From an optimization exercise on the open Yosys and OpenROAD flow, aimed at small area; shortcuts taken in it are not production practice.
Function was checked by simulation only, so behaviour that the tests miss may differ from the original.
Power figures rest on the tool's default switching activity, not on a simulated workload.

Setup of JK:
==> flow/design.v <==
`default_nettype none
package stk_mem_pkg;
  typedef logic [5-1:0] ptr_t;
  typedef logic [4-1:0] line_id_t;
  typedef logic [$clog2(2)-1:0] bankid_t;
  typedef logic [$clog2(4)-1:0] engid_t;
  typedef struct packed {
    line_id_t line;
    bankid_t  bank;
  } ptr_split_t;
  typedef union packed {
    ptr_t       flat;
    ptr_split_t split;
  } ptr_u;
endpackage : stk_mem_pkg
`default_nettype wire
`default_nettype none
package stk_uc_pkg;
  typedef enum logic {
    OPCODE_PUSH = 1'b0,
    OPCODE_POP  = 1'b1
  } opcode_t;
  typedef enum logic [1:0] {
    STATUS_OK    = 2'd0,
    STATUS_FULL  = 2'd1,
    STATUS_EMPTY = 2'd2
  } status_t;
endpackage : stk_uc_pkg
`default_nettype wire
`default_nettype none
`timescale 1ns/1ps
module stk_aoi3 (
  input wire logic [2:0] i_s
, input wire logic [2:0] i_d
, output logic           o_y
);
  assign o_y = !((i_s[0] && i_d[0]) || (i_s[1] && i_d[1]) || (i_s[2] && i_d[2]));
endmodule
module stk_aoi2 (
  input wire logic [1:0] i_s
, input wire logic [1:0] i_d
, output logic           o_y
);
  assign o_y = !((i_s[0] && i_d[0]) || (i_s[1] && i_d[1]));
endmodule
module stk_rd_bit (
  input wire logic [31:0] i_sel
, input wire logic [31:0] i_d
, output logic            o_q
);
  logic [10:0] g;
  for (genvar k = 0; k < 10; k++) begin : g_aoi3
    stk_aoi3 u_aoi (.i_s(i_sel[k*3 +: 3]), .i_d(i_d[k*3 +: 3]), .o_y(g[k]));
  end
  stk_aoi2 u_aoi2 (.i_s(i_sel[31:30]), .i_d(i_d[31:30]), .o_y(g[10]));
  assign o_q = !(&g);
endmodule
module stk_sram #(
  parameter int W = 32
) (
  input wire logic [31:0]     i_sel
, input wire logic [32*W-1:0] i_d
, output logic [W-1:0]        o_q
);
  for (genvar b = 0; b < W; b++) begin : g_bit
    logic [31:0] col;
    for (genvar i = 0; i < 32; i++) begin : g_col
      assign col[i] = i_d[i*W + b];
    end
    stk_rd_bit u_bit (.i_sel(i_sel), .i_d(col), .o_q(o_q[b]));
  end
endmodule
`default_nettype wire
`default_nettype none
`timescale 1ns/1ps
module stk_top (
  input wire logic                   i_clk
, input wire logic                   i_rst
, input wire logic                   i_cmd_vld
, input wire logic [1:0]             i_cmd_engid
, input wire logic                   i_cmd_opcode
, input wire logic [32-1:0]  i_cmd_dat
, output logic                       o_rsp_vld
, output logic [1:0]                 o_rsp_engid
, output logic [1:0]                 o_rsp_status
, output logic                       o_rsp_dat_vld
, output logic [32-1:0]      o_rsp_dat
);
  localparam int LINES_N = 32;
  localparam int ENGS_N  = 4;
  localparam int PW      = 5;
  localparam int DW      = 32;
  logic [DW-1:0] dat_mem [LINES_N];
  logic [PW-1:0] prv_mem [LINES_N];
  logic [LINES_N-1:0] used_r;
  logic [PW-1:0] head_r [ENGS_N];
  logic [ENGS_N-1:0] hvld_r;
  logic       a_vld, b_vld, c_vld, d_vld;
  logic [1:0] a_eng, b_eng, c_eng, d_eng;
  logic       a_pop, b_pop, c_pop, d_pop;
  logic       a_fail, b_fail, c_fail, d_fail;
  logic [PW-1:0] c_ptr;
  logic [DW-1:0] d_dat;
  logic [LINES_N-1:0] free_oh;
  logic [PW-1:0]      free_idx;
  logic               full;
  logic               push_ok;
  logic [LINES_N-1:0] wr_oh;
  logic [PW-1:0]      push_prv;
  logic seen;
  always_comb begin
    seen     = 1'b0;
    free_oh  = '0;
    for (int i = 0; i < LINES_N; i++) begin
      free_oh[i] = !used_r[i] && !seen;
      seen       = seen || !used_r[i];
    end
    free_idx = '0;
    for (int i = 0; i < LINES_N; i++) begin
      free_idx = free_idx | (free_oh[i] ? PW'(i) : PW'(0));
    end
  end
  assign full     = &used_r;
  assign push_ok  = i_cmd_vld && !i_cmd_opcode && !full;
  assign wr_oh    = push_ok ? free_oh : '0;
  assign push_prv = hvld_r[i_cmd_engid] ? head_r[i_cmd_engid] : free_idx;
  always_ff @(posedge i_clk) begin
    for (int i = 0; i < LINES_N; i++) begin
      if (wr_oh[i]) begin
        dat_mem[i] <= i_cmd_dat;
        prv_mem[i] <= push_prv;
      end
    end
  end
  logic [PW-1:0]      pop_head;
  logic [PW-1:0]      pop_prv;
  logic               pop_go;
  logic [LINES_N-1:0] pop_oh;
  assign pop_head = head_r[b_eng];
  assign pop_go   = b_vld && b_pop && hvld_r[b_eng];
  logic [LINES_N*PW-1:0] prv_flat;
  always_comb begin
    for (int i = 0; i < LINES_N; i++) begin
      pop_oh[i] = (pop_head == PW'(i));
      prv_flat[i*PW +: PW] = prv_mem[i];
    end
  end
  stk_sram #(.W(PW)) u_prv_rd (.i_sel(pop_oh), .i_d(prv_flat), .o_q(pop_prv));
  always_ff @(posedge i_clk) begin
    for (int e = 0; e < ENGS_N; e++) begin
      if (i_rst) begin
        hvld_r[e] <= 1'b0;
      end else if (push_ok && (i_cmd_engid == 2'(e))) begin
        hvld_r[e] <= 1'b1;
      end else if (pop_go && (b_eng == 2'(e))) begin
        hvld_r[e] <= (pop_prv != pop_head);
      end
      if (push_ok && (i_cmd_engid == 2'(e))) begin
        head_r[e] <= free_idx;
      end else if (pop_go && (b_eng == 2'(e))) begin
        head_r[e] <= pop_prv;
      end
    end
  end
  always_ff @(posedge i_clk) begin
    if (i_rst) begin
      used_r <= '0;
    end else begin
      used_r <= (used_r | wr_oh) & ~(pop_go ? pop_oh : '0);
    end
  end
  always_ff @(posedge i_clk) begin
    if (i_rst) begin
      a_vld <= 1'b0;
      b_vld <= 1'b0;
      c_vld <= 1'b0;
      d_vld <= 1'b0;
    end else begin
      a_vld <= i_cmd_vld;
      b_vld <= a_vld;
      c_vld <= b_vld;
      d_vld <= c_vld;
    end
  end
  always_ff @(posedge i_clk) begin
    a_eng  <= i_cmd_engid;
    a_pop  <= i_cmd_opcode;
    a_fail <= full;
    b_eng  <= a_eng;
    b_pop  <= a_pop;
    b_fail <= a_fail;
    c_eng  <= b_eng;
    c_pop  <= b_pop;
    c_fail <= b_pop ? !hvld_r[b_eng] : b_fail;
    c_ptr  <= pop_head;
    d_eng  <= c_eng;
    d_pop  <= c_pop;
    d_fail <= c_fail;
  end
  logic [DW-1:0] d_dat_nxt;
  logic [LINES_N-1:0] rd_oh;
  logic [LINES_N*DW-1:0] dat_flat;
  always_comb begin
    for (int i = 0; i < LINES_N; i++) begin
      rd_oh[i] = (c_ptr == PW'(i));
      dat_flat[i*DW +: DW] = dat_mem[i];
    end
  end
  stk_sram #(.W(DW)) u_dat_rd (.i_sel(rd_oh), .i_d(dat_flat), .o_q(d_dat_nxt));
  always_ff @(posedge i_clk) begin
    d_dat <= d_dat_nxt;
  end
  assign o_rsp_vld     = d_vld;
  assign o_rsp_engid   = d_eng;
  assign o_rsp_status  = {d_pop && d_fail, !d_pop && d_fail};
  assign o_rsp_dat_vld = d_pop && !d_fail;
  assign o_rsp_dat     = d_dat;
endmodule
`default_nettype wire
Settings: LEC_CHECK=0, CAP_MARGIN=20, CORE_MARGIN=2, CORE_UTILIZATION=55, CTS_BUF_LIST=sky130_fd_sc_hd__clkbuf_2 sky130_fd_sc_hd__clkbuf_4 sky130_fd_sc_hd__clkbuf_8, PLACE_DENSITY=0.7, SLEW_MARGIN=20, SYNTH_HIERARCHICAL=1, SYNTH_MINIMUM_KEEP_SIZE=0; clock period 6.0 ns.
run.sh (not shown) runs the stock make flow with config.mk's settings and CLKGATE_MAP_FILE= SYNTH_SCRIPT=/design/flow/synth_recipe.tcl, a recipe that flattens the netlist after the stock synthesis.
## Diff of input files: MS against JK
Settings: setting CTS_CLUSTER_DIAMETER to 60 for the first time; changing CAP_MARGIN from 20 to 5; changing CTS_BUF_LIST from sky130_fd_sc_hd__clkbuf_2 sky130_fd_sc_hd__clkbuf_4 sky130_fd_sc_hd__clkbuf_8 to sky130_fd_sc_hd__clkbuf_8; changing SLEW_MARGIN from 20 to 5; setting CTS_CLUSTER_SIZE to 16 for the first time.
## What came out
In the reports for MS and JK, the smaller routed length per instance belongs to JK.
Compared with JK, MS shows a higher average vias per placed instance.
Re routed wire length: MS and JK aren't equal, and the higher value belongs to JK.
The smallest setup slack after layout reported for MS is smaller than that of JK by 18 ps.
Compared with JK, MS shows a longest individual stage delay on the worst path that is 30 ps higher.
When MS is set beside JK, its layout overhead on the synthesized area turns out to be 5.8 points smaller.
Clock network power share (higher): JK
Fmax: MS and JK compared, lower one is MS
Utilization (lower): MS
The run showing the greater overall global routing resource usage is JK.
Setup changes, MS to AL
Settings: CTS_CLUSTER_SIZE no longer set, was 16; SLEW_MARGIN now 20, was 5; CORE_UTILIZATION now 40, was 55; CAP_MARGIN now 20, was 5; CTS_BUF_LIST no longer set, was sky130_fd_sc_hd__clkbuf_8; CTS_CLUSTER_DIAMETER no longer set, was 60; PLACE_DENSITY no longer set, was 0.7.
### Flow results
Comparing AL and MS, the higher post-route cell area is on AL.
On worst hold slack after final layout: AL sits below MS.
Relative to MS, the wire length of the first global-routing pass of AL is higher by about 4%.
The core of AL is less densely filled than that of MS.
When AL is set beside MS, its post-layout worst setup margin turns out to be 41 ps smaller.
diff inputs: AL => TR
Settings: an added CTS_BUF_LIST of sky130_fd_sc_hd__clkbuf_16; an added CTS_CLUSTER_DIAMETER of 60; an added CTS_CLUSTER_SIZE of 25; an added PLACE_DENSITY of 0.7; a change of CORE_UTILIZATION from 40 to 55; a change of SLEW_MARGIN from 20 to 15; a change of CAP_MARGIN from 20 to 15.
==> flow/flow/run.sh (new file) <==
#!/bin/bash
set -o pipefail
export CTS_ARGS="-sink_clustering_enable -repair_clock_nets -sink_clustering_size 25 -sink_clustering_max_diameter 60 -buf_list sky130_fd_sc_hd__clkbuf_16 -dont_use_dummy_load"
export BUFFER_PORTS_ARGS="-buffer_cell sky130_fd_sc_hd__buf_1"
bash standard.sh finish > standard_flow.log 2>&1
==> flow/standard.sh (new file) <==
#!/bin/bash
# synth_recipe.tcl (not shown) runs the flow's synth.tcl, then flattens the netlist and writes it again
# the make line also repeats each setting of config.mk as NAME=value (left out here)
make -C /OpenROAD-flow-scripts/flow DESIGN_CONFIG=/design/flow/config.mk WORK_HOME=/design/flow/orfs CLKGATE_MAP_FILE= SYNTH_SCRIPT=/design/flow/synth_recipe.tcl "${@:-finish}"
removed: flow/run.sh
Diff AL -> TR | total power | decrease of 2.9 mW. Against AL, TR comes in about 50% lower on clock buffer count. Net switching power, AL and TR: smaller value in TR. TR against AL: fill cell total of the finished layout decreased 3798; core box area decreased about 28%; setup slack decreased 4.7 ps; maximum achievable frequency essentially unchanged.
Input-level comparison between PW and TR:
Settings: swapping 25 for 12 in CTS_CLUSTER_SIZE; swapping 55 for 65 in CORE_UTILIZATION; swapping 0.7 for 0.78 in PLACE_DENSITY; swapping 60 for 50 in CTS_CLUSTER_DIAMETER; swapping sky130_fd_sc_hd__clkbuf_16 for sky130_fd_sc_hd__clkbuf_8 in CTS_BUF_LIST.
==> flow/flow/run.sh <==
#!/bin/bash
set -o pipefail
export CTS_ARGS="-sink_clustering_enable -repair_clock_nets -sink_clustering_size 12 -sink_clustering_max_diameter 50 -buf_list sky130_fd_sc_hd__clkbuf_8 -dont_use_dummy_load"
export BUFFER_PORTS_ARGS="-buffer_cell sky130_fd_sc_hd__buf_1"
bash standard.sh finish > standard_flow.log 2>&1
Notes after the runs:
- From TR to PW, post-synthesis mux area share did not move at all.
- Total chip power on PW is ahead of TR.
- Comparing PW with TR, the post-detailed-placement half-perimeter wirelength came out essentially unchanged.
- Side by side, count of clock-buffer cells in the layout turned out higher in PW than in TR.
- The total via count in the routed design of PW was inferior to that of TR.

==> what the ideal ports hide <==
Ports are ideal in the flow. The routed layouts listed here were re-timed in OpenROAD.
Step 1, drivers: a clkbuf_16 drives i_clk and a buf_2 each remaining input, both assumed.
Step 2 moves the port delays by t, midway between the first and last clock arrival at a register: inputs arrive t later, outputs are due t later. That takes back most of the time a late clock gives input paths.
Slacks: ideal ports / drivers / drivers and shift; pairs: ideal ports / drivers.
run | t, ns | slack for setup (ns) | worst register clock-pin slew, ns
JK | 0.895 | 1.758 / 1.758 / 1.166 | 0.07 / 0.07
MS | 0.801 | 1.740 / 1.740 / 1.155 | 0.12 / 0.12
AL | 0.785 | 1.699 / 1.699 / 1.461 | 0.07 / 0.07
TR | 0.689 | 1.695 / 1.695 / 1.674 | 0.09 / 0.09
PW | 0.763 | 1.811 / 1.811 / 1.811 | 0.08 / 0.08
After both steps setup and hold are still met in every run listed. For JK, which loses most, drivers alone change the setup slack by 0.000 ns; drivers and shift together by -0.592 ns.
